This is an optimization exercise on Yosys and OpenROAD, whose aim is small area, not a production implementation.
Function was checked by simulation only, so behaviour that the tests miss may differ from the original.

Setup of Q:
==> flow/design.v (excerpt) <==
module pifo_multi_port_core
#(
  parameter int unsigned NUM_PORTS   = 5,
  parameter int unsigned DEPTH       = 16,
  parameter int unsigned RANK_WIDTH  = 19,
  parameter int unsigned PTR_WIDTH   = 12,
  parameter int unsigned FULL_POLICY = POLICY_TAIL_DROP,
  parameter int unsigned PORT_W      = $clog2(NUM_PORTS),
  parameter int unsigned CNT_W       = $clog2(DEPTH + 1)
) (
  input  logic                            axis_aclk,
  input  logic                            axis_reset,
  input  logic                            push_en,
  input  logic [PORT_W-1:0]               push_port,
  input  logic [RANK_WIDTH-1:0]           push_rank,
  input  logic [PTR_WIDTH-1:0]            push_ptr,
  input  logic [NUM_PORTS-1:0]            pop_req,
  output logic [NUM_PORTS-1:0]            head_valid,
  output logic [NUM_PORTS*RANK_WIDTH-1:0] head_rank,
  output logic [NUM_PORTS*PTR_WIDTH-1:0]  head_ptr,
  output logic [NUM_PORTS*CNT_W-1:0]      occupancy,
  output logic                            drop_valid,
  output logic [PTR_WIDTH-1:0]            drop_ptr,
  output logic [31:0]                     drop_count
);
  logic [NUM_PORTS-1:0] w_port_drop;
  logic [RANK_WIDTH-1:0] w_rank_n;
  assign w_rank_n = ~push_rank;
  logic                 w_drop;
  logic                 r_drop_valid;
  logic [PTR_WIDTH-1:0] r_drop_ptr;
  logic [31:0]          r_drop_count;
  for (genvar p = 0; p < NUM_PORTS; p++) begin : g_port
    logic w_push;
    assign w_push = push_en && (push_port == PORT_W'(p));
    pifo_sorted_array #(
      .DEPTH(DEPTH), .RANK_WIDTH(RANK_WIDTH), .PTR_WIDTH(PTR_WIDTH), .CNT_W(CNT_W)
    ) u_array (
  ...
clock: 5.0 ns
lec_check: 0
cap_margin: 10
core_margin: 2
core_utilization: 50
cts_cluster_diameter: 90
cts_cluster_size: 25
place_density: 0.65
setup_slack_margin: 0.3
slew_margin: 10
synth_hierarchical: 1
synth_minimum_keep_size: 0
standard.sh (not shown) runs the stock make flow with config.mk's settings and CLKGATE_MAP_FILE= SYNTH_SCRIPT=/design/flow/synth_recipe.tcl, a recipe that flattens the netlist after the stock synthesis.
==> flow/flow/run.sh <==
#!/bin/bash
# Standard ORFS layout (the standard.sh, standard synthesis), with these changes:
#  - global placement is not timing driven, and the buffers Yosys/ABC inserted are
#    removed at floorplan instead (REMOVE_ABC_BUFFERS);
#  - every input and output port still gets its own buffer, a buf_2;
#  - clock tree: no dummy loads; clustering as in config.mk.
set -euo pipefail
bash standard.sh synth > synth_make.log 2>&1
bash standard.sh \
  GPL_TIMING_DRIVEN=0 REMOVE_ABC_BUFFERS=1 \
  "BUFFER_PORTS_ARGS=-buffer_cell sky130_fd_sc_hd__buf_2" \
  "CTS_ARGS=-sink_clustering_enable -repair_clock_nets -sink_clustering_size 25 -sink_clustering_max_diameter 90 -dont_use_dummy_load" \
  finish > layout_make.log 2>&1
Q ran to completion and came out clean on the timing, DRC and antenna checks.
diff inputs: Q => S
# Q
export LEC_CHECK = 0
export CAP_MARGIN = 10
export CORE_MARGIN = 2
export CORE_UTILIZATION = 50
export CTS_CLUSTER_DIAMETER = 90
export CTS_CLUSTER_SIZE = 25
export PLACE_DENSITY = 0.65
export SETUP_SLACK_MARGIN = 0.3
export SLEW_MARGIN = 10
export SYNTH_HIERARCHICAL = 1
export SYNTH_MINIMUM_KEEP_SIZE = 0
create_clock -name core_clock -period 5.0 [get_ports {axis_aclk}]
# S
export LEC_CHECK = 0
export CAP_MARGIN = 20
export CORE_MARGIN = 2
export CORE_UTILIZATION = 50
export CTS_CLUSTER_DIAMETER = 80
export CTS_CLUSTER_SIZE = 20
export PLACE_DENSITY = 0.65
export SETUP_SLACK_MARGIN = 0.3
export SLEW_MARGIN = 20
export SYNTH_HIERARCHICAL = 1
export SYNTH_MINIMUM_KEEP_SIZE = 0
create_clock -name core_clock -period 5.0 [get_ports {axis_aclk}]
--- a/flow/flow/run.sh
+++ b/flow/flow/run.sh
@@ -11,3 +11,3 @@
   "BUFFER_PORTS_ARGS=-buffer_cell sky130_fd_sc_hd__buf_2" \
-  "CTS_ARGS=-sink_clustering_enable -repair_clock_nets -sink_clustering_size 25 -sink_clustering_max_diameter 90 -dont_use_dummy_load" \
+  "CTS_ARGS=-sink_clustering_enable -repair_clock_nets -sink_clustering_size 20 -sink_clustering_max_diameter 80 -dont_use_dummy_load" \
   finish > layout_make.log 2>&1
## What came out
Across S and Q, the outcome is the same: a clean finish for every run. Compared to Q, S has initial detailed-routing violation count 457 higher. Compare S and Q | worst path arrival time lower: Q. Wire length in S is about 1.6% above Q. S — cell area reported after detailed placement about 0.4% higher, Q as reference. Q has a higher global-route met3 utilization than S.

[static timing again, ports no longer ideal]
The flow's constraints put no driver on any port. The routed layouts listed below were extracted and timed again, unchanged, in two steps.
Step 1 (the two cells are an assumption about what drives the block):
set clk [get_ports {axis_aclk}]
set_driving_cell -lib_cell sky130_fd_sc_hd__clkbuf_16 $clk
set_driving_cell -lib_cell sky130_fd_sc_hd__buf_2 [delete_from_list [all_inputs] $clk]
Step 2, shift: input delay + t, output delay - t, t = (earliest + latest rising clock arrival at the registers) / 2. This alone moves slack from input paths to output paths.
Slacks: ideal / step 1 / step 2; pairs: ideal / step 1.
run	shift t [ns]	setup WS [ns]	worst data-port slew with drivers (ns)
Q	0.913	0.211 / 0.235 / -0.678	0.17
S	0.905	0.143 / 0.194 / -0.711	0.19
With both steps, setup timing fails in Q and S, where it was met with ideal ports. The setup slack of Q, which loses most, moves by +0.024 ns with the drivers and by -0.889 ns with both steps.
